Context: an optimization exercise on an open-source flow, tuned for small area and few clock cycles per item. The choices shown serve that exercise and are no tape-out recipe. Function was checked by simulation only, so behaviour that the tests miss may differ from the original.

==> flow/design.v, too long to show whole: its modules and the start of the top module <==
// module pot_average_motor_servo_setpoint: 883 lines
module pot_average_motor_servo_setpoint (
    input  wire         i_clk,
    input  wire         i_rst_n,
    input  wire         i_in_valid,
    output logic        o_in_stall,
    input  wire  [19:0] i_in_item,
    output logic        o_out_valid,
    input  wire         i_out_stall,
    output logic [56:0] o_out_item
);
  // ...
==> flow/flow/run.sh <==
#!/bin/bash
# Layout flow: the standard synthesis and layout (standard.sh), with
#  - an inverter clean-up of the synthesized netlist around the full-adder cells
#    (polfix.py; full adders are self-dual, so inverters can be moved), checked
#    for combinational equivalence with yosys (registers unchanged); if the check
#    does not pass, the standard netlist is used as it is;
#  - port buffers of the smallest buffer cell (every port still gets one);
#  - a clock tree without dummy loads, with 8x clock buffers.
# Each tool writes its own log in this folder.
set -u
R=orfs/results/sky130hd/pot_average_motor_servo_setpoint/base
bash standard.sh synth > synth.log 2>&1 || exit 1
cp $R/1_2_yosys.v $R/1_2_yosys_std.v
if python3 flow/polfix.py $R/1_2_yosys_std.v polfix_out.v 6 > polfix.log 2>&1 \
   && python3 flow/cutff.py $R/1_2_yosys_std.v eq_gold.v >> polfix.log 2>&1 \
   && python3 flow/cutff.py polfix_out.v eq_gate.v >> polfix.log 2>&1 \
   && $FLOW_HOME/../tools/install/yosys/bin/yosys -q -l eq.log -p "
        read_liberty -ignore_miss_func $FLOW_HOME/platforms/sky130hd/lib/sky130_fd_sc_hd__tt_025C_1v80.lib
        read_verilog eq_gold.v; rename $FLOW_TOP gold
        read_verilog eq_gate.v; rename $FLOW_TOP gate
        hierarchy -check; flatten; opt_clean -purge
        miter -equiv -flatten -make_assert gold gate miter
        hierarchy -top miter
        sat -verify -prove-asserts miter" > eq_stdout.log 2>&1; then
  echo "polfix netlist proven equivalent; using it" >> polfix.log
  cp polfix_out.v $R/1_2_yosys.v
  rm -f $R/1_synth.odb $R/1_synth.sdc
else
  echo "polfix not used" >> polfix.log
fi
bash standard.sh \
  "BUFFER_PORTS_ARGS=-buffer_cell sky130_fd_sc_hd__buf_1" \
  "CTS_ARGS=-sink_clustering_enable -repair_clock_nets -dont_use_dummy_load -buf_list sky130_fd_sc_hd__clkbuf_4 -sink_clustering_size 12 -sink_clustering_max_diameter 45" \
  finish > standard.log 2>&1
==> flow/flow/cutff.py <==
"""Replace every flip-flop instance by ports: its Q net becomes an input, its other
input pins become outputs (named after the instance), so two netlists with the same
registers can be compared combinationally."""
import re, sys
src = open(sys.argv[1]).read()
cell_re = re.compile(r'^(\s*)(sky130_fd_sc_hd__(\w*df\w*|\w*dl\w*))\s+(\\\S+\s|\S+)\s*\((.*?)\);\n', re.S | re.M)
pin_re = re.compile(r'\.(\w+)\(([^()]*)\)')
ins, outs, assigns = [], [], []
def rep(m):
    name = re.sub(r'[^A-Za-z0-9_]', '_', m.group(4).strip())
    for p, n in pin_re.findall(m.group(5)):
        n = n.strip()
        if p == 'CLK': continue
        if p in ('Q', 'Q_N'):
            ins.append((f"q_{name}_{p}", n))
        else:
            outs.append((f"o_{name}_{p}", n))
    return ''
body = cell_re.sub(rep, src)
hdr_end = body.index(');', body.index('module ')) + 2
decl = ''.join(f"  input {a};\n" for a, n in ins) + ''.join(f"  output {a};\n" for a, n in outs)
conn = ''.join(f"  assign {n}{' ' if n.startswith(chr(92)) else ''} = {a};\n" for a, n in ins) + \
       ''.join(f"  assign {a} = {n}{' ' if n.startswith(chr(92)) else ''};\n" for a, n in outs)
hdr = body[:hdr_end]
hdr = hdr.replace(');', ', ' + ', '.join(a for a, n in ins + outs) + ');', 1) if False else hdr
# add ports to the port list
i = hdr.rindex(')')
hdr = hdr[:i] + ''.join(', ' + a for a, n in ins + outs) + hdr[i:]
open(sys.argv[2], 'w').write(hdr + decl + conn + body[hdr_end:])
==> flow/flow/polfix.py <==
#!/usr/bin/env python3
"""Polarity clean-up of a Yosys gate netlist (sky130), around adder cells.

Some cells can absorb a complement at their inputs and/or output for free or at a
lower area:  a full adder is self-dual, FA(~a,~b,~c) = (~sum, ~cout);  a half adder on
complemented inputs is xor2 + nor2 (same area);  and2/nand2/or2/nor2 swap into each
other by De Morgan.  This picks, for each such cell, the form that with the inverters
it needs has the least area (local search), removes every inverter and re-creates one
inverter per net that some pin needs complemented.  Registers, ports and all other
cells keep their names and functions.
usage: polfix.py IN.v OUT.v
"""
import re, sys, random
from collections import defaultdict

P = 'sky130_fd_sc_hd__'
A_INV = 3.7536
AREA = {'and2': 6.256, 'nand2': 3.7536, 'or2': 6.256, 'nor2': 3.7536}
# gate modes: (xi, xo) -> type; function of the (0,0) type
GATE_MODES = {
    'and2':  {(0, 0): 'and2', (0, 1): 'nand2', (1, 0): 'nor2', (1, 1): 'or2'},
    'nand2': {(0, 0): 'nand2', (0, 1): 'and2', (1, 0): 'or2', (1, 1): 'nor2'},
    'or2':   {(0, 0): 'or2', (0, 1): 'nor2', (1, 0): 'nand2', (1, 1): 'and2'},
    'nor2':  {(0, 0): 'nor2', (0, 1): 'or2', (1, 0): 'and2', (1, 1): 'nand2'},
}
OUTPIN = {'and2': 'X', 'or2': 'X', 'nand2': 'Y', 'nor2': 'Y'}
OUTS = {'X', 'Y', 'Q', 'Q_N', 'SUM', 'COUT', 'HI', 'LO'}

src = open(sys.argv[1]).read()
mod_start = src.index('module ')
body_start = src.index(');', mod_start) + 2
end = src.rindex('endmodule')
header, body, tail = src[:body_start], src[body_start:end], src[end:]
cell_re = re.compile(r'^(\s*)(sky130_fd_sc_hd__\w+)\s+(\\\S+\s|\S+)\s*\((.*?)\);\n', re.S | re.M)
pin_re = re.compile(r'\.(\w+)\(([^()]*)\)')

cells = []
for m in cell_re.finditer(body):
    pins = [(p, n.strip()) for p, n in pin_re.findall(m.group(4))]
    cells.append({'type': m.group(2)[len(P):], 'name': m.group(3).strip(), 'pins': pins, 'span': m.span()})

def base(t): return re.sub(r'_\d+$', '', t)
def netref(n): return n + ' ' if n.startswith('\\') else n

driver = {}
for i, c in enumerate(cells):
    for p, n in c['pins']:
        if p in OUTS and n:
            driver[n] = i

ports = set(re.findall(r'^\s*(?:output|input)\s+(?:\[[^\]]*\]\s*)?(\S+?);', header + body, re.M))
assigns = re.findall(r'^\s*assign\s+(.*?)\s*=\s*(.*?);', body, re.M)
pinned_names = set()
for lhs, rhs in assigns:
    for n in re.findall(r'\\\S+\s|[A-Za-z_][\w\[\]\.$]*', lhs + ' ' + rhs):
        pinned_names.add(n.strip())
def pinned(n):
    return n.split('[')[0].lstrip('\\') in ports or n in pinned_names or n.split('[')[0] in ports

def is_inv(i): return base(cells[i]['type']) in ('inv', 'clkinv')
# inverters that drive pinned nets stay (treated as fixed cells)
removable = set(i for i, c in enumerate(cells) if is_inv(i)
                and not pinned(dict(c['pins'])['Y']))

def root(n):
    pol = 0
    for _ in range(50):
        i = driver.get(n)
        if i is None or i not in removable:
            break
        n = dict(cells[i]['pins'])['A']; pol ^= 1
    return n, pol

# variable cells and their modes: list of (xi, xo, area)
var_of = {}
modes = []
for i, c in enumerate(cells):
    b = base(c['type'])
    outs = [n for p, n in c['pins'] if p in OUTS and n]
    if any(pinned(n) for n in outs):
        continue   # its output is a port or in an assign: keep as is
    if b == 'fa':
        var_of[i] = len(modes); modes.append([(0, 0, 0.0), (1, 1, 0.0)])
    elif b == 'ha':
        var_of[i] = len(modes); modes.append([(0, 0, 0.0), (1, 0, 0.0)])
    elif b in GATE_MODES and c['type'].endswith(('_0', '_1')):
        ms = []
        for (xi, xo), t in GATE_MODES[b].items():
            ms.append((xi, xo, AREA[t] - AREA[b]))
        var_of[i] = len(modes); modes.append(ms)

# consumer pins: every input pin of a non-removable cell
cons = []   # (cell, pin, root, pol)
for i, c in enumerate(cells):
    if i in removable:
        continue
    for p, n in c['pins']:
        if p in OUTS or not n or n.startswith("1'") or p == 'CLK':
            continue
        r, pol = root(n)
        cons.append((i, p, r, pol))
# pinned nets driven by removable... none (those inverters are fixed). Nets used by
# assigns/ports are consumers too: if such a net was driven through a removable
# inverter it would have been pinned, so nothing to add.

roots = sorted(set(r for _, _, r, _ in cons))
rid = {r: k for k, r in enumerate(roots)}
drv_var = [var_of.get(driver.get(r)) if driver.get(r) is not None else None for r in roots]
cons_by_var_in = defaultdict(list)    # var -> consumer indices (its own input pins)
cons_by_var_out = defaultdict(list)   # var -> consumer indices reading its outputs
cinfo = []
for k, (i, p, r, pol) in enumerate(cons):
    cv = var_of.get(i)
    dv = drv_var[rid[r]]
    cinfo.append((cv, dv, rid[r], pol))
    if cv is not None: cons_by_var_in[cv].append(k)
    if dv is not None: cons_by_var_out[dv].append(k)

nv = len(modes)

def need_of(k, m):
    cv, dv, r, pol = cinfo[k]
    return pol ^ (modes[cv][m[cv]][0] if cv is not None else 0) ^ (modes[dv][m[dv]][1] if dv is not None else 0)

def full_cost(m):
    cnt = [0] * len(roots)
    for k in range(len(cinfo)):
        if need_of(k, m):
            cnt[cinfo[k][2]] += 1
    area = sum(modes[v][m[v]][2] for v in range(nv))
    return cnt, area + A_INV * sum(1 for x in cnt if x)

def move_delta(m, cnt, v, alt):
    cur = m[v]
    ks = set(cons_by_var_in[v]) | set(cons_by_var_out[v])
    delta = modes[v][alt][2] - modes[v][cur][2]
    changes = defaultdict(int)
    for k in ks:
        before = need_of(k, m)
        m[v] = alt
        after = need_of(k, m)
        m[v] = cur
        if before != after:
            changes[cinfo[k][2]] += (after - before)
    for r, dc in changes.items():
        delta += A_INV * (((cnt[r] + dc) > 0) - (cnt[r] > 0))
    return delta, ks

def apply(m, cnt, v, alt, ks):
    for k in ks:
        cnt[cinfo[k][2]] -= need_of(k, m)
    m[v] = alt
    for k in ks:
        cnt[cinfo[k][2]] += need_of(k, m)

def search(seed, steps=400000):
    """simulated annealing over cell modes"""
    rnd = random.Random(seed)
    m = [0] * nv
    cnt, cost = full_cost(m)
    best, bm = cost, list(m)
    T0, T1 = 4.0, 0.05
    for step in range(steps):
        T = T0 * (T1 / T0) ** (step / steps)
        v = rnd.randrange(nv)
        if len(modes[v]) < 2: continue
        alt = rnd.randrange(len(modes[v]) - 1)
        if alt >= m[v]: alt += 1
        d, ks = move_delta(m, cnt, v, alt)
        if d <= 0 or rnd.random() < pow(2.718281828, -d / T):
            apply(m, cnt, v, alt, ks)
            cost += d
            if cost < best - 1e-9:
                best, bm = cost, list(m)
    # greedy finish
    m = bm; cnt, cost = full_cost(m)
    improved = True
    while improved:
        improved = False
        for v in range(nv):
            for alt in range(len(modes[v])):
                if alt == m[v]: continue
                d, ks = move_delta(m, cnt, v, alt)
                if d < -1e-9:
                    apply(m, cnt, v, alt, ks); cost += d; improved = True
    return full_cost(m)[1], m

start_cost = full_cost([0] * nv)[1]
best, bm = search(0)
restarts = int(sys.argv[3]) if len(sys.argv) > 3 else 8
for s in range(1, restarts):
    c, m = search(s)
    if c < best - 1e-9:
        best, bm = c, m
print(f"polfix: {nv} flexible cells, {len(removable)} inverters; inverter+gate area {start_cost:.1f} -> {best:.1f} (relative)", file=sys.stderr)
if len(sys.argv) < 3:
    sys.exit(0)

# ---- rewrite ----
m = bm
invnet = {}
extra = []
def inv_of(r):
    if r not in invnet:
        k = len(invnet) + 1
        invnet[r] = f"_polinv{k}_"
        extra.append(f"  {P}inv_1 _polinv_cell{k}_ (\n    .A({netref(r)}),\n    .Y(_polinv{k}_)\n  );\n")
    return invnet[r]
newpin = {}
for k, (i, p, r, pol) in enumerate(cons):
    newpin[(i, p)] = inv_of(roots[cinfo[k][2]]) if need_of(k, m) else r

out = []
pos = 0
for i, c in enumerate(cells):
    s, e = c['span']
    out.append(body[pos:s]); pos = e
    if i in removable:
        continue
    pins = c['pins']
    conn = {p: newpin.get((i, p), n) for p, n in pins}
    t = c['type']; b = base(t)
    v = var_of.get(i)
    mode = modes[v][m[v]] if v is not None else (0, 0, 0)
    nm = c['name']
    def cell(tt, name, pl):
        return f"  {P}{tt} {name} (\n" + ",\n".join(f"    .{p}({netref(n)})" for p, n in pl) + "\n  );\n"
    if v is None or mode[:2] == (0, 0):
        out.append(cell(t, nm, [(p, conn[p]) for p, _ in pins]))
    elif b == 'fa':
        out.append(cell(t, nm, [(p, conn[p]) for p, _ in pins]))
    elif b == 'ha':
        clean = re.sub(r'[^A-Za-z0-9_]', '_', nm.lstrip('\\'))
        if conn.get('SUM'):
            out.append(cell('xor2_1', f"{clean}_hx", [('A', conn['A']), ('B', conn['B']), ('X', conn['SUM'])]))
        if conn.get('COUT'):
            out.append(cell('nor2_1', f"{clean}_hc", [('A', conn['A']), ('B', conn['B']), ('Y', conn['COUT'])]))
    else:
        nt = GATE_MODES[b][mode[:2]]
        o = conn[OUTPIN[b]]
        out.append(cell(nt + '_1', nm, [('A', conn['A']), ('B', conn['B']), (OUTPIN[nt], o)]))
out.append(body[pos:])
nb = ''.join(f"  wire _polinv{k}_;\n" for k in range(1, len(invnet) + 1)) + ''.join(out) + ''.join(extra)
open(sys.argv[2], 'w').write(header + nb + tail)
print(f"polfix: removed {len(removable)} inverters, added {len(invnet)}", file=sys.stderr)
==> flow/standard.sh <==
#!/bin/bash
# synth_recipe.tcl (not shown) runs the flow's synth.tcl, then flattens the netlist and writes it again
# the make line also repeats each setting of config.mk as NAME=value (left out here)
make -C /OpenROAD-flow-scripts/flow DESIGN_CONFIG=/design/flow/config.mk WORK_HOME=/design/flow/orfs CLKGATE_MAP_FILE= SYNTH_SCRIPT=/design/flow/synth_recipe.tcl "${@:-finish}"
==> flow/config.mk <==
export PLATFORM = sky130hd
export DESIGN_NAME = pot_average_motor_servo_setpoint
export DESIGN_NICKNAME = pot_average_motor_servo_setpoint
export VERILOG_FILES = /design/flow/design.v
export SDC_FILE = /design/flow/constraint.sdc
export NUM_CORES = 4
export LEC_CHECK = 0
export CAP_MARGIN = 20
export CORE_MARGIN = 2
export CORE_UTILIZATION = 40
export SLEW_MARGIN = 20
==> flow/constraint.sdc <==
create_clock -name core_clock -period 10.0 [get_ports {i_clk}]
set_input_delay 2.0000 -clock core_clock [delete_from_list [all_inputs] [get_ports {i_clk}]]
set_output_delay 2.0000 -clock core_clock [all_outputs]
set_load 0.01 [all_outputs]
==> flow_summary.ini, run 1 <==
[sta]
finalWorstSetupSlack_ps = 197
final_hold_viol_count = 0
setup_viol = 0

[run]
drv_cap = 0

[worst_setup_path]
cp_max_fo = 4
crit_end = o_out_item[23]
rr_endpoint = r_asum[13]$_SDFF_PN0_
path_depth = 26
crit_buf_inv = 4
cp.required_ps = 8000

[die]
die_x_um = 172
pin_count = 83
rows = 61
die_area_um2 = 29600

[finish]
clock_buffers = 27
largest_class = registers
area_growth_pct = 8.79

[clock_network]
cts_hold_buf = 0

[drt]
vias = 5205
wl_um = 17000
drc = 0

[worst_hold_path]
min_path_type = reg -> reg

[grt]
overflow = 0
grtUsageMet1_pct = 17.6

[run_status]
status = finished clean

[placed_design]
dp.cells = 1130
place_ws_ps = 123
Testbench counts, summed over its fixed seeds: cycles 16,016, items 16,000.
==> run 2: changes to the inputs <==
--- a/flow/flow/run.sh
+++ b/flow/flow/run.sh
@@ -32,3 +32,3 @@
   "BUFFER_PORTS_ARGS=-buffer_cell sky130_fd_sc_hd__buf_1" \
-  "CTS_ARGS=-sink_clustering_enable -repair_clock_nets -dont_use_dummy_load -buf_list sky130_fd_sc_hd__clkbuf_4 -sink_clustering_size 12 -sink_clustering_max_diameter 45" \
+  "CTS_ARGS=-sink_clustering_enable -repair_clock_nets -dont_use_dummy_load -buf_list {sky130_fd_sc_hd__clkbuf_4 sky130_fd_sc_hd__clkbuf_8} -sink_clustering_size 14 -sink_clustering_max_diameter 50" \
   finish > standard.log 2>&1
==> run 2 against run 1 <==
  * Still clean on timing, DRC and antenna
  * Clock skew is 13 ps lower
  * First-iteration DRC count is 4.3% higher
  * Register-to-register slack hardly changed
  * Die area stayed put
  * Final cell count is 0.85% lower
==> flow_summary.ini, run 2 <==
[run_status]
status = finished clean

[clock_network]
cts_hold_buf = 0
cts_root_buf = clkbuf_8
clk_pin_slew_worst_paths_ps = 90
cts_inserted_buffers = 23
cts_tree = built
clk_latency_ps = 520
clk_path_buf_depth = 3
cts_sinks = 233
ctsHtreeMaxLevel = 1

[worst_hold_path]
holdPathEnd = r_cell[7][10]$_DFFE_PP_
hold_path_depth = 0
min_path_type = reg -> reg
min_from = r_cell[6][10]$_DFFE_PP_

[synth]
synth_cells = 706
synth.net_count = 874
syn_avg_cell_area_um2 = 16.0
synth_area_um2 = 11300
ys_warn_count = 2

[worst_setup_path]
reg2reg_setup_slack_ps = 3170
arrival_ps = 7770
cp_max_fo = 4
cp-start-kind = register
cp-end-kind = output pin
crit_type = reg -> out
rr_worst_depth = 23
rr_endpoint = r_asum[13]$_SDFF_PN0_
cp.required_ps = 8000
rr_startpoint = r_fill[0]$_SDFFE_PN0P_

[finish]
regArea_um2 = 6680
layout_common_cells = edfxtp_1 (200), fa_1 (90), buf_1 (80)
fin_area_um2 = 12300
top_register = r_cell
post-route-util_pct = 44.5
nets = 954
largest_reg_flops = 200
fin_cells = 1162
multiInputGateArea_um2 = 4110
top_regs = r_cell: 200 flops, r_asum: 14 flops, r_ssum: 14 flops
layout_commonest_cell = edfxtp_1
fill_cells = 2530
n_antenna_cell = 0
drive_gt1_share_pct = 12.4
area_growth_pct = 9.31

[grt]
grt_usage_pct = 11.7
antenna_found_initial = 0
grt_pass1_vias = 5184
grt_max_degree = 61
grt_first_pass_wirelength_um = 27000
overflow = 0

[die]
start_util_pct = 40.7
core_um2 = 27800
rows = 61
die_area_um2 = 29600
pin_count = 83
die_height_um = 172
die_x_um = 172

[sta]
setup_viol = 0
min_period_over_period_pct = 97.7
tightest_slew_ps = 713
finalWorstSetupSlack_ps = 235
max_freq_ghz = 0.102
report.final.slew_viol_count = 0
period_needed_ps = 9770
fin_worst_skew_ps = 57.9
slew-limit-headroom_pct = 52.5
rsz0062_at_grt = true
final_hold_viol_count = 0

[drt]
drc = 0
drt_first_pass_iters = 4
drt_iter0_drc = 291
vias_per_cell = 4.42
ant_nets = 0
wl_per_cell_um = 14.6
vias = 5136
wl_um = 16900

[placed_design]
gp_congestion = 0.812
dp_hpwl_um = 12100
place_ws_ps = 123
place_area_um2 = 11800
dp.cells = 1130
io_buffer_count = 82

[run]
drv_cap = 0
-- run 2: worst max path at each step --
stage,to,startpoint,depth (start not counted),slack [ps]
2_1_floorplan,o_out_item[23],r_ssum[11]$_SDFF_PN0_,24,190
3_3_place_gp,o_out_item[12],r_asum[10]$_SDFF_PN0_,31,170
3_5_place_dp,o_out_item[23],r_ssum[5]$_SDFF_PN0_,24,120
4_1_cts,o_out_item[23],r_ssum[5]$_SDFF_PN0_,24,20
5_1_grt,o_out_item[23],r_ssum[5]$_SDFF_PN0_,26,-80
6_report,o_out_item[23],r_ssum[13]$_SDFF_PN0_,24,230
-- run 2: worst max-delay path, cell delays in order, from the launching register on --
cell and delay [ps]:
dfxtp_1 330, inv_1 70, fa_1 460, fa_1 570
fa_1 420, ha_2 190, fa_2 360, fa_2 400
fa_1 480, nor2_1 110, inv_1 50, fa_2 340
fa_2 350, fa_2 350, fa_2 570, inv_2 60
xnor2_2 130, ha_1 310, fa_2 370, fa_2 350
fa_2 400, nor2_4 130, xnor2_2 110, xnor3_1 210
buf_2 150
-- run 2: layout make-up --
type	instances	area share, %
Clock buffer	23	2.56
Inverter	61	1.87
Multi-Input combinational cell	354	33.3
Sequential cell	233	54.1
Tap cell	378	3.83
Timing Repair Buffer	113	4.40
-- run 2: per-stage QoR --
step	TNS, ps	hold WS (ps)
after floorplan	0	400
after global placement	0	401
after detailed placement	0	405
after CTS	0	390
after global routing	-130	406
final	0	389
-- run 2: per-layer routing --
| layer | vias up | global-route usage [%] | wire length (µm) |
|---|---|---|---|
| met5 | - | 0 | 0 |
| met2 | 98 | 17.5 | 7320 |
| li1 | 2462 | - | - |
| met1 | 2559 | 17.8 | 8660 |
| met4 | 0 | 3.11 | 242 |
| met3 | 17 | 1.76 | 728 |
-- run 2: repair_timing --
action / in CTS / in global routing
buffers inserted: 4 / 5
pin swaps: 8 / 5
endpoints found under the hold margin: 0 / 0
resized for setup: 20 / 26
endpoints found under the setup margin: 6 / 4
cloned: 0 / 0
==> run 3: changes to the inputs <==
--- a/flow/flow/run.sh
+++ b/flow/flow/run.sh
@@ -32,3 +32,3 @@
   "BUFFER_PORTS_ARGS=-buffer_cell sky130_fd_sc_hd__buf_1" \
-  "CTS_ARGS=-sink_clustering_enable -repair_clock_nets -dont_use_dummy_load -buf_list {sky130_fd_sc_hd__clkbuf_4 sky130_fd_sc_hd__clkbuf_8} -sink_clustering_size 14 -sink_clustering_max_diameter 50" \
+  "CTS_ARGS=-sink_clustering_enable -repair_clock_nets -dont_use_dummy_load -buf_list sky130_fd_sc_hd__clkbuf_8 -sink_clustering_size 18 -sink_clustering_max_diameter 55" \
   finish > standard.log 2>&1
--- a/flow/flow/polfix.py
+++ b/flow/flow/polfix.py
@@ -82,5 +82,5 @@
     if b == 'fa':
-        var_of[i] = len(modes); modes.append([(0, 0, 0.0), (1, 1, 0.0)])
+        var_of[i] = len(modes); modes.append([({'A': 0, 'B': 0, 'CIN': 0}, 0, 0.0), ({'A': 1, 'B': 1, 'CIN': 1}, 1, 0.0)])
     elif b == 'ha':
-        var_of[i] = len(modes); modes.append([(0, 0, 0.0), (1, 0, 0.0)])
+        var_of[i] = len(modes); modes.append([({'A': 0, 'B': 0}, 0, 0.0), ({'A': 1, 'B': 1}, 0, 0.0)])
     elif b in GATE_MODES and c['type'].endswith(('_0', '_1')):
@@ -88,3 +88,10 @@
         for (xi, xo), t in GATE_MODES[b].items():
-            ms.append((xi, xo, AREA[t] - AREA[b]))
+            ms.append(({'A': xi, 'B': xi}, xo, AREA[t] - AREA[b]))
+        var_of[i] = len(modes); modes.append(ms)
+    elif b in ('xor2', 'xnor2') and c['type'].endswith('_1'):
+        ms = []
+        for xa in (0, 1):
+            for xb in (0, 1):
+                for xo in (0, 1):
+                    ms.append(({'A': xa, 'B': xb}, xo, 0.0))
         var_of[i] = len(modes); modes.append(ms)
@@ -111,2 +118,3 @@
 cinfo = []
+cpin = [p for (i, p, r, pol) in cons]
 for k, (i, p, r, pol) in enumerate(cons):
@@ -122,3 +130,3 @@
     cv, dv, r, pol = cinfo[k]
-    return pol ^ (modes[cv][m[cv]][0] if cv is not None else 0) ^ (modes[dv][m[dv]][1] if dv is not None else 0)
+    return pol ^ (modes[cv][m[cv]][0][cpin[k]] if cv is not None else 0) ^ (modes[dv][m[dv]][1] if dv is not None else 0)
 
@@ -223,3 +231,3 @@
     v = var_of.get(i)
-    mode = modes[v][m[v]] if v is not None else (0, 0, 0)
+    mode = modes[v][m[v]] if v is not None else (None, 0, 0)
     nm = c['name']
@@ -227,4 +235,8 @@
         return f"  {P}{tt} {name} (\n" + ",\n".join(f"    .{p}({netref(n)})" for p, n in pl) + "\n  );\n"
-    if v is None or mode[:2] == (0, 0):
+    if v is None or (not any(mode[0].values()) and mode[1] == 0):
         out.append(cell(t, nm, [(p, conn[p]) for p, _ in pins]))
+    elif b in ('xor2', 'xnor2'):
+        par = mode[0]['A'] ^ mode[0]['B'] ^ mode[1] ^ (1 if b == 'xnor2' else 0)
+        nt = 'xnor2' if par else 'xor2'
+        out.append(cell(nt + '_1', nm, [('A', conn['A']), ('B', conn['B']), ('X' if nt == 'xor2' else 'Y', conn['X' if b == 'xor2' else 'Y'])]))
     elif b == 'fa':
@@ -238,3 +250,3 @@
     else:
-        nt = GATE_MODES[b][mode[:2]]
+        nt = GATE_MODES[b][(mode[0]['A'], mode[1])]
         o = conn[OUTPIN[b]]
==> run 3 against run 2 <==
  * Clock skew fell by 14 ps
  * Critical endpoint unchanged
  * Fmax increased by 0.72%
  * Sequential share of layout area about the same
==> flow_summary.ini, run 3 <==
[run_status]
status = finished clean

[finish]
largest_reg_flops = 200
nets = 956
layout_commonest_cell = edfxtp_1
top_regs = r_cell: 200 flops, r_asum: 14 flops, r_ssum: 14 flops
area_growth_pct = 9.52
top_register = r_cell
layout_common_cells = edfxtp_1 (200), fa_1 (88), buf_1 (81)
drive_gt1_share_pct = 13.2

[sta]
setup_viol = 0
min_period_over_period_pct = 97.0
tightest_slew_ps = 738
finalWorstSetupSlack_ps = 304
period_needed_ps = 9700
report.final.slew_viol_count = 0
max_freq_ghz = 0.103
fin_worst_skew_ps = 44.1
final_hold_viol_count = 0
slew-limit-headroom_pct = 50.7
fin_setup_tns_ps = 0

[clock_network]
cts_sinks = 233
clk_path_buf_depth = 3
cts_root_buf = clkbuf_8
cts_hold_buf = 0
clk_pin_slew_worst_paths_ps = 100
cts_inserted_buffers = 21
cts_tree = built
ctsHtreeMaxLevel = 1
clk_latency_ps = 520

[worst_setup_path]
cp_max_fo = 5
rr_endpoint = r_asum[13]$_SDFF_PN0_
arrival_ps = 7700
cp-start-kind = register
cp.required_ps = 8000
rr_startpoint = r_fill[0]$_SDFFE_PN0P_
crit_type = reg -> out
cp-end-kind = output pin
reg2reg_setup_slack_ps = 3080
rr_worst_depth = 23

[placed_design]
io_buffer_count = 82
gp_congestion = 0.831
place_ws_ps = 95.4
dp_hpwl_um = 12300

[die]
pin_count = 83
start_util_pct = 40.6
die_height_um = 172
die_area_um2 = 29600
die_x_um = 172
core_um2 = 27800
rows = 61

[grt]
grt_max_degree = 119
grt_pass1_vias = 5346
antenna_found_initial = 1
overflow = 0
grt_first_pass_wirelength_um = 27800
grt_usage_pct = 12.1

[synth]
ys_warn_count = 2
synth_cells = 712
synth_area_um2 = 11300
synth.net_count = 879
syn_avg_cell_area_um2 = 15.9

[worst_hold_path]
holdPathEnd = r_cell[2][12]$_DFFE_PP_
min_path_type = reg -> reg
min_from = r_cell[1][12]$_DFFE_PP_
hold_path_depth = 0

[run]
drv_cap = 0

[drt]
vias_per_cell = 4.43
vias = 5170
drt_iter0_drc = 314
wl_per_cell_um = 14.8
ant_nets = 0
drc = 0
wl_um = 17300
drt_first_pass_iters = 4
## run 3: worst max path at each step
stage                          start              to
6_report        r_ssum[5]$_SDFF_PN0_  o_out_item[23]
5_1_grt         r_ssum[5]$_SDFF_PN0_  o_out_item[23]
4_1_cts         r_ssum[3]$_SDFF_PN0_  o_out_item[23]
3_5_place_dp    r_ssum[5]$_SDFF_PN0_  o_out_item[23]
3_3_place_gp    r_ssum[5]$_SDFF_PN0_  o_out_item[23]
2_1_floorplan  r_ssum[11]$_SDFF_PN0_  o_out_item[23]
## run 3: final cells by class
type,count,area [µm²]
well taps,378,473
repair buffers,112,551
fillers,2515,15400
clock buffers,21,289
inverters,66,258
flip-flops and latches,233,6690
diodes,1,2.50
multi-input cells,355,4100
## run 3: layer usage
layer  track usage [%]  up-vias  share of wire [%]
li1                  -     2472                  -
met1              17.8     2588                 50
met2              18.8       87                 44
met3              2.15       23                4.1
met4              2.74        0                1.4
met5                 0        -                  0
## run 3: repair_timing
item / in CTS / in global routing
endpoints found under the hold margin: 0 / 0
gates resized for setup: 29 / 33
pin swaps: 1 / 14
buffers inserted: 3 / 9
endpoints found under the setup margin: 6 / 6
## run 3: critical path: stages (launching register included)
cell	delay (ps)
dfxtp_4	390
inv_6	40
fa_1	550
fa_1	430
fa_1	470
ha_2	190
fa_2	350
fa_2	400
fa_1	510
nor2_1	110
inv_1	60
fa_2	340
fa_2	340
fa_2	340
fa_1	480
buf_6	150
a211oi_4	280
xnor2_2	120
ha_1	330
fa_2	370
fa_2	360
nor2_2	100
xnor2_1	130
xnor3_1	220
buf_2	150
## run 3: stage by stage
| step | util [%] | area [µm²] | std cells | hold WS, ps |
|---|---|---|---|---|
| 2_1_floorplan | - | 11300 | 712 | 400 |
| 3_3_place_gp | 42.5 | 11800 | 1132 | 400 |
| 3_5_place_dp | 42.5 | 11800 | 1132 | 405 |
| 4_1_cts | 43.9 | 12200 | 1156 | 382 |
| 5_1_grt | 44.5 | 12400 | 1165 | 390 |
| 6_report | 44.5 | 12400 | 1166 | 375 |
==> run 4: changes to the inputs <==
--- a/flow/flow/run.sh
+++ b/flow/flow/run.sh
@@ -32,3 +32,3 @@
   "BUFFER_PORTS_ARGS=-buffer_cell sky130_fd_sc_hd__buf_1" \
-  "CTS_ARGS=-sink_clustering_enable -repair_clock_nets -dont_use_dummy_load -buf_list sky130_fd_sc_hd__clkbuf_8 -sink_clustering_size 18 -sink_clustering_max_diameter 55" \
+  "CTS_ARGS=-sink_clustering_enable -repair_clock_nets -dont_use_dummy_load -buf_list sky130_fd_sc_hd__clkbuf_8 -sink_clustering_size 20 -sink_clustering_max_diameter 60" \
   finish > standard.log 2>&1
--- a/flow/flow/polfix.py
+++ b/flow/flow/polfix.py
@@ -82,5 +82,13 @@
     if b == 'fa':
-        var_of[i] = len(modes); modes.append([({'A': 0, 'B': 0, 'CIN': 0}, 0, 0.0), ({'A': 1, 'B': 1, 'CIN': 1}, 1, 0.0)])
-    elif b == 'ha':
-        var_of[i] = len(modes); modes.append([({'A': 0, 'B': 0}, 0, 0.0), ({'A': 1, 'B': 1}, 0, 0.0)])
+        var_of[i] = len(modes); modes.append([({'A': 0, 'B': 0, 'CIN': 0}, {'SUM': 0, 'COUT': 0}, 0.0),
+                                              ({'A': 1, 'B': 1, 'CIN': 1}, {'SUM': 1, 'COUT': 1}, 0.0)])
+    elif b == 'ha' and c['type'] == 'ha_1':
+        ms = [({'A': 0, 'B': 0}, {'SUM': 0, 'COUT': 0}, 0.0)]
+        for xi in (0, 1):
+            for so in (0, 1):
+                for co in (0, 1):
+                    if (xi, so, co) == (0, 0, 0): continue
+                    extra_area = 2.5024 if (xi, co) in ((0, 0), (1, 1)) else 0.0
+                    ms.append(({'A': xi, 'B': xi}, {'SUM': so, 'COUT': co}, extra_area))
+        var_of[i] = len(modes); modes.append(ms)
     elif b in GATE_MODES and c['type'].endswith(('_0', '_1')):
@@ -88,3 +96,3 @@
         for (xi, xo), t in GATE_MODES[b].items():
-            ms.append(({'A': xi, 'B': xi}, xo, AREA[t] - AREA[b]))
+            ms.append(({'A': xi, 'B': xi}, {OUTPIN[b]: xo}, AREA[t] - AREA[b]))
         var_of[i] = len(modes); modes.append(ms)
@@ -95,3 +103,3 @@
                 for xo in (0, 1):
-                    ms.append(({'A': xa, 'B': xb}, xo, 0.0))
+                    ms.append(({'A': xa, 'B': xb}, {('X' if b == 'xor2' else 'Y'): xo}, 0.0))
         var_of[i] = len(modes); modes.append(ms)
@@ -115,2 +123,6 @@
 drv_var = [var_of.get(driver.get(r)) if driver.get(r) is not None else None for r in roots]
+def outpin_of(i, n):
+    for p, nn in cells[i]['pins']:
+        if nn == n and p in OUTS: return p
+drv_pin = [outpin_of(driver[r], r) if drv_var[k] is not None else None for k, r in enumerate(roots)]
 cons_by_var_in = defaultdict(list)    # var -> consumer indices (its own input pins)
@@ -130,3 +142,3 @@
     cv, dv, r, pol = cinfo[k]
-    return pol ^ (modes[cv][m[cv]][0][cpin[k]] if cv is not None else 0) ^ (modes[dv][m[dv]][1] if dv is not None else 0)
+    return pol ^ (modes[cv][m[cv]][0][cpin[k]] if cv is not None else 0) ^ (modes[dv][m[dv]][1][drv_pin[r]] if dv is not None else 0)
 
@@ -235,6 +247,6 @@
         return f"  {P}{tt} {name} (\n" + ",\n".join(f"    .{p}({netref(n)})" for p, n in pl) + "\n  );\n"
-    if v is None or (not any(mode[0].values()) and mode[1] == 0):
+    if v is None or (not any(mode[0].values()) and not any(mode[1].values())):
         out.append(cell(t, nm, [(p, conn[p]) for p, _ in pins]))
     elif b in ('xor2', 'xnor2'):
-        par = mode[0]['A'] ^ mode[0]['B'] ^ mode[1] ^ (1 if b == 'xnor2' else 0)
+        par = mode[0]['A'] ^ mode[0]['B'] ^ list(mode[1].values())[0] ^ (1 if b == 'xnor2' else 0)
         nt = 'xnor2' if par else 'xor2'
@@ -245,8 +257,11 @@
         clean = re.sub(r'[^A-Za-z0-9_]', '_', nm.lstrip('\\'))
+        xi, so, co = mode[0]['A'], mode[1]['SUM'], mode[1]['COUT']
         if conn.get('SUM'):
-            out.append(cell('xor2_1', f"{clean}_hx", [('A', conn['A']), ('B', conn['B']), ('X', conn['SUM'])]))
+            st = 'xnor2' if so else 'xor2'
+            out.append(cell(st + '_1', f"{clean}_hx", [('A', conn['A']), ('B', conn['B']), ('Y' if so else 'X', conn['SUM'])]))
         if conn.get('COUT'):
-            out.append(cell('nor2_1', f"{clean}_hc", [('A', conn['A']), ('B', conn['B']), ('Y', conn['COUT'])]))
+            ct = {(0, 0): 'and2', (0, 1): 'nand2', (1, 0): 'nor2', (1, 1): 'or2'}[(xi, co)]
+            out.append(cell(ct + '_1', f"{clean}_hc", [('A', conn['A']), ('B', conn['B']), (OUTPIN[ct], conn['COUT'])]))
     else:
-        nt = GATE_MODES[b][(mode[0]['A'], mode[1])]
+        nt = GATE_MODES[b][(mode[0]['A'], mode[1][OUTPIN[b]])]
         o = conn[OUTPIN[b]]
==> run 4 against run 3 <==
  * Count of clock-buffer cells in the layout down 4
  * Area after synthesis down 0.76%
  * Register-to-register slack better by 460 ps
  * Clock skew up 23 ps
  * Final area down 0.25%
  * Final cell count down 0.86%
  * Critical path depth unchanged
==> flow_summary.ini, run 4 <==
[worst_setup_path]
crit_type = reg -> out
slowest_stage = fa_2
crit_buf_inv = 5
path_cells = buf_4 -> fa_1 -> fa_1 -> fa_1 -> fa_2 -> fa_1 -> fa_1 -> fa_2 -> fa_2 -> buf_4 -> xor2_4 -> xnor2_2 -> nand2_1 -> fa_1 -> ha_1 -> fa_2 -> fa_1 -> ha_1 -> fa_2 -> fa_1 -> inv_2 -> maj3_1 -> inv_1 -> buf_1
cp-end-kind = output pin
cp-start-kind = register
cp.required_ps = 8000
arrival_ps = 7660
path_delay_family = adder cells
max_stage_delay_ps = 580
path_common_cell = fa_1
cp_max_fo = 4

[sta]
slew-limit-headroom_pct = 33.8
rsz0062_at_grt = false
setup_viol = 0
fin_worst_skew_ps = 67.3
report.final.slew_viol_count = 0
max_freq_ghz = 0.104
fin_setup_tns_ps = 0
min_period_over_period_pct = 96.6
final_hold_viol_count = 0
period_needed_ps = 9660
whs_ps = 391
tightest_slew_ps = 993

[finish]
layout_common_cells = edfxtp_1 (200), fa_1 (87), buf_1 (81)
area_growth_pct = 10.1
top_regs = r_cell: 200 flops, r_asum: 14 flops, r_ssum: 14 flops
largest_reg_flops = 200
n_antenna_cell = 0
drive_gt1_share_pct = 13.8
nets = 932
fin_cells = 1156
top_register = r_cell
layout_commonest_cell = edfxtp_1
fin_area_um2 = 12300

[run_status]
status = finished clean

[synth]
synth.net_count = 854
syn_avg_cell_area_um2 = 16.0
synth_cells = 702
ys_warn_count = 2
synth_area_um2 = 11200

[placed_design]
gp_congestion = 0.780
place_area_um2 = 11700
io_buffer_count = 82
dp_hpwl_um = 12100
dp.cells = 1125

[die]
die_x_um = 171
rows = 61
core_um2 = 27700
pin_count = 83
start_util_pct = 40.4
die_area_um2 = 29400
die_height_um = 171

[grt]
antenna_found_initial = 0
grt_first_pass_wirelength_um = 27400
grt_max_degree = 73
grt_pass1_vias = 5322
overflow = 0
grt_usage_pct = 11.8

[drt]
vias_per_cell = 4.43
vias = 5122
drt_first_pass_iters = 4
wl_um = 16900
wl_per_cell_um = 14.6
drt_iter0_drc = 271
ant_nets = 0
drc = 0

[clock_network]
clk_path_buf_depth = 3
cts_hold_buf = 0
cts_sinks = 233
clk_pin_slew_worst_paths_ps = 120
cts_root_buf = clkbuf_8
cts_inserted_buffers = 17
ctsHtreeMaxLevel = 1
clk_latency_ps = 520
cts_tree = built

[run]
drv_cap = 0

[worst_hold_path]
min_path_type = reg -> reg
[run 4: layer usage]
| metal | global-route usage (%) | vias up | routed length, µm |
|---|---|---|---|
| li1 | - | 2453 | - |
| met1 | 17.4 | 2575 | 8420 |
| met2 | 18.7 | 74 | 7610 |
| met3 | 2.09 | 20 | 578 |
| met4 | 2.39 | 0 | 280 |
| met5 | 0 | - | 0 |
[run 4: layout make-up]
type	count	area (µm²)
fill	2456	15400
sequential	233	6680
multi-input combinational	370	4220
timing repair buffer	117	572
tap	378	473
clock buffer	17	234
inverter	41	154
[run 4: path summary, 6_finish.rpt]
path / from / endpoint / slack (ps) / cells after the start
min reg2reg: r_cell[3][14]$_DFFE_PP_ / r_cell[4][14]$_DFFE_PP_ / 390 / 0
max: r_asum[13]$_SDFF_PN0_ / o_out_item[12] / 340 / 24
max reg2reg: r_valid$_SDFF_PN0_ / r_asum[13]$_SDFF_PN0_ / 3540 / 21
min: r_cell[3][14]$_DFFE_PP_ / r_cell[4][14]$_DFFE_PP_ / 390 / 0
[run 4: timing repair]
item / 4_1_cts / 5_1_grt
gates cloned: 0 / 0
gates resized for setup: 28 / 34
hold endpoints to repair: 0 / 0
pin swaps: 10 / 19
setup endpoints to repair: 6 / 6
buffers inserted: 11 / 3
[run 4: through the flow]
step | worst slack, ps | util, %
after global routing | 10.4 | 44.5
after global placement | 235 | 42.4
after floorplan | 256 | -
after detailed placement | 109 | 42.4
final | 340 | 44.5
after CTS | 0.611 | 44.0

## afterwards: timing with drivers on the ports
The results above use ideal ports. As a check the final layouts listed here were re-extracted and re-timed, cells and wires unchanged. Step 1 sets driving cells, clkbuf_16 on the clock port and buf_2 on the other inputs (assumed; they add their load-dependent delay and slew). Step 2 adds t to the input delays and takes it off the output delays; t is the mean of the earliest and latest rising clock arrival at the registers after step 1. Input paths then give back, and output paths get back, about the clock's delay inside the block. Slacks: ideal ports / drivers / drivers and shift; pairs: ideal ports / drivers.
run	t, ns	slack for setup (ns)	worst setup path after step 2	slew at the worst register clock pin (ns)
run 1	0.625	0.197 / 0.163 / 0.787	register to output	0.12 / 0.12
run 2	0.530	0.235 / 0.199 / 0.729	register to output	0.09 / 0.09
run 3	0.534	0.304 / 0.266 / 0.801	register to output	0.10 / 0.10
run 4	0.525	0.340 / 0.302 / 0.827	register to output	0.12 / 0.12
After both steps setup and hold are still met in every run listed.
